What follows belongs to an exercise in optimizing a design on an open flow for small area, a short achievable clock period and few clock cycles per item; a production flow would make more cautious choices. At most, simulation tests tie the RTL to the original design; equivalence was not proved. Power figures rest on the tool's default switching activity, not on a simulated workload.

// bitmap_table_with_find_first_unit
module bitmap_table_with_find_first_unit (
   input  logic        clock,
   input  logic        reset,
   input  logic        req_valid,
   output logic        req_ready,
   input  logic [2:0]  req_type,
   input  logic [9:0]  req_position,
   input  logic [7:0]  req_value,
   output logic        rsp_valid,
   input  logic        rsp_ready,
   output logic        rsp_bit_value,
   output logic        rsp_found,
   output logic [9:0]  rsp_found_position,
   output logic        rsp_all_equal,
   output logic        rsp_bad_position,
   input  logic        csr_psel,
   input  logic        csr_penable,
   input  logic        csr_pwrite,
   input  logic [2:0]  csr_paddr,
   input  logic [31:0] csr_pwdata,
   output logic [31:0] csr_prdata,
   output logic        csr_pready
);
Size: roughly 58000 um2 of cells after synthesis.
Settings: LEC_CHECK=0, CAP_MARGIN=30, CELL_PAD_IN_SITES_DETAIL_PLACEMENT=1, CELL_PAD_IN_SITES_GLOBAL_PLACEMENT=2, CORE_MARGIN=2, CORE_UTILIZATION=45, CTS_CLUSTER_DIAMETER=80, CTS_CLUSTER_SIZE=30, PLACE_DENSITY=0.65, SETUP_SLACK_MARGIN=3.5, SLEW_MARGIN=30; clock period 7.0 ns.
run.sh (not shown) runs the stock make flow with config.mk's settings and CLKGATE_MAP_FILE= SYNTH_SCRIPT=/design/flow/synth_recipe.tcl, a recipe that flattens the netlist after the stock synthesis.
The starting point ran to the end with no violations.
Testbench counts at the start, summed over its fixed seeds: cycles 6,432, requests 6,400.
Then changed:
Settings changed: CORE_UTILIZATION 45 to 35, CTS_CLUSTER_DIAMETER 80 to not set, CTS_CLUSTER_SIZE 30 to not set, PLACE_DENSITY 0.65 to 0.45.
Outcome:
- The changed run completed without violations
- final area came out higher by 5.6%
- clock power grows by 49%
- synthesized area stays the same
- setup slack gains 0.034 ns
- flip-flop and latch count does not change
- critical path depth climbs by 3
- global-route usage goes down by 6.5 points
Then changed:
Settings changed: CORE_UTILIZATION 35 to 50, CTS_CLUSTER_DIAMETER set to 60, CTS_CLUSTER_SIZE set to 24, PLACE_DENSITY 0.45 to 0.72, SETUP_SLACK_MARGIN 3.5 to 3.75.
Non-clock buffer count increases by 54.
Global-route usage goes up by 11 points.
Die area went down by about 30%.
Worst setup slack gets better by 0.024 ns.
Total power fell by 6.0%.
Combinational power rose by about 5%.
Final cell count came out lower by about 10%.
Wire length falls by about 10%.
Hold slack improved by 0.010 ns.
Sequential power falls by about 0.8%.
Register-to-register slack is better by 0.02 ns.
Then changed:
Settings changed: CORE_UTILIZATION 50 to 40, CTS_CLUSTER_DIAMETER 60 to 80, CTS_CLUSTER_SIZE 24 to 30, PLACE_DENSITY 0.72 to 0.55.
What happened:
- final area falls slightly
- global-route usage went down by 7.4 points
- synthesized area is unchanged
- register-to-register slack improves by 0.04 ns
- critical path depth does not change
- clock-buffer cell count shrinks by 37
- via count came out lower by a few percent
Then changed:
Settings changed: CORE_UTILIZATION 40 to 45, PLACE_DENSITY 0.55 to 0.65.
Wire length decreases by 4.1%.
Clock power came out lower by 13%.
Sequential share of layout area is higher by 0.50 points.
Non-clock buffer count goes up by 6.
Clock skew is higher by 0.018 ns.
Final area decreases by 0.90%.
Total power fell by 4.4%.
Fmax came out lower by 0.50%.
Sequential cell count is unchanged.
Synthesized area is unchanged.

## v10
bitmap_table_with_find_first_unit, a different RTL version from the one above (not shown whole).
For scale: roughly 4800 cells after synthesis.
Settings: LEC_CHECK=0, CAP_MARGIN=30, CELL_PAD_IN_SITES_DETAIL_PLACEMENT=1, CELL_PAD_IN_SITES_GLOBAL_PLACEMENT=2, CORE_MARGIN=2, CORE_UTILIZATION=35, CTS_BUF_LIST=sky130_fd_sc_hd__clkbuf_8, CTS_CLUSTER_DIAMETER=50, CTS_CLUSTER_SIZE=16, PLACE_DENSITY=0.45, SLEW_MARGIN=30; clock period 7.0 ns.
diff inputs: v10 => v15
Settings: an added SETUP_SLACK_MARGIN of 3.5.
==> run summary <==
The die height of v15 and that of v10 are within noise of each other.
Compared with v10, v15 shows fraction of met1 tracks used by global routing higher by 2.3 points.
Compared with v10, power density over the cells in v15 decreased by a few percent.
Sort v15 and v10 by number of non-clock inverters asc -> top: v10
The following lists how v27 was set up differently from v15:
Settings: removing CTS_BUF_LIST (formerly sky130_fd_sc_hd__clkbuf_8); removing CTS_CLUSTER_DIAMETER (formerly 50); removing CTS_CLUSTER_SIZE (formerly 16); changing SETUP_SLACK_MARGIN from 3.5 to 2.5.
[summary]
- Of v15 and v27, the run reporting the higher sequential share of layout area was v27.
- NOTE post-detailed-placement cell area v15->v27 decreased slightly
- v27 vs v15, cell area went down by about 6.5%.
- Compare v15 and v27 | first-pass GRT wire length higher: v15
- Compared to v15, the router laid down less metal wire for v27.
- v27 against v15: clock network area share increased by 1.9 points relative to the old numbers; number of non-clock buffers in the layout decreased by 347 relative to the old numbers.
No run of this note included a check of the RTL's function; only the layout flow was run.

== willow ==
RTL: one of the versions met above, not the one the previous note started from.
Size: ~4,500 cells after synthesis, about 1,400 flip-flops, ~0.058 sq mm of cells after synthesis.
clock: 7.0 ns
lec_check: 0
cap_margin: 25
cell_pad_in_sites_detail_placement: 1
cell_pad_in_sites_global_placement: 2
core_margin: 2
core_utilization: 45
cts_cluster_diameter: 80
cts_cluster_size: 30
place_density: 0.65
setup_slack_margin: 3.5
slew_margin: 25
Testbench counts of willow, summed over its fixed seeds: cycles 6,432, requests 6,400.
For fjord, these inputs were changed with respect to willow:
- a change of CTS_CLUSTER_DIAMETER from 80 to 60
- a change of SLEW_MARGIN from 25 to 30
- a change of PLACE_DENSITY from 0.65 to 0.55
- a change of CAP_MARGIN from 25 to 30
- a change of CTS_CLUSTER_SIZE from 30 to 24
- a change of CORE_UTILIZATION from 45 to 40
[summary]
fjord vs willow: relative area change from synthesis to final layout up. Side by side, power density relative to cell area turned out higher in fjord than in willow. Run comparison: fjord capturing instance or port of the critical path w_all[19]; willow capturing instance or port of the critical path s2_bhit[3]. Number of clock buffers in the layout sits higher in fjord than in willow. Sort willow and fjord by proportion of power drawn by flip-flops and latches, ascending, and fjord comes first. From willow to fjord the numbers moved as follows: placer congestion estimate saw an increase; fraction of power consumed by combinational cells now smaller.

static timing again, ports no longer ideal:
In the flow no input, the clock included, has a driving cell. The finished layouts below were timed again as built, in two steps.
Step 1 sets driving cells, clkbuf_16 on the clock port and buf_2 on the other inputs (assumed; they add their load-dependent delay and slew).
Step 2, shift: input delay + t, output delay - t, t = (earliest + latest rising clock arrival at the registers) / 2. This alone moves slack from input paths to output paths.
a / b / c = ideal / step 1 / step 2; a / b = the first two.
| run | t, ns | setup WS [ns] | worst setup path after step 2 | worst slew at a driven data input, ns |
|---|---|---|---|---|
| the first run of note 1 | 0.829 | 3.381 / 3.381 / 3.051 | input to register | 0.04 |
| the second run of note 1 | 0.909 | 3.415 / 3.415 / 2.841 | input to register | 0.04 |
| the third run of note 1 | 0.849 | 3.439 / 3.439 / 3.043 | input to register | 0.05 |
| the fourth run of note 1 | 0.829 | 3.481 / 3.481 / 3.110 | input to register | 0.05 |
| the fifth run of note 1 | 0.821 | 3.463 / 3.463 / 3.075 | input to register | 0.05 |
| v10 | 1.078 | 0.979 / 0.979 / 0.979 | register to register | 0.04 |
| v15 | 1.079 | 2.761 / 2.761 / 1.916 | input to register | 0.04 |
| v27 | 0.903 | 2.380 / 2.380 / 1.923 | input to register | 0.04 |
| willow | 0.824 | 3.323 / 3.323 / 2.996 | input to register | 0.04 |
| fjord | 0.867 | 3.438 / 3.438 / 2.907 | input to register | 0.04 |
After both steps setup and hold are still met in every run listed. For v15, which loses most, drivers alone change the setup slack by 0.000 ns; drivers and shift together by -0.845 ns.
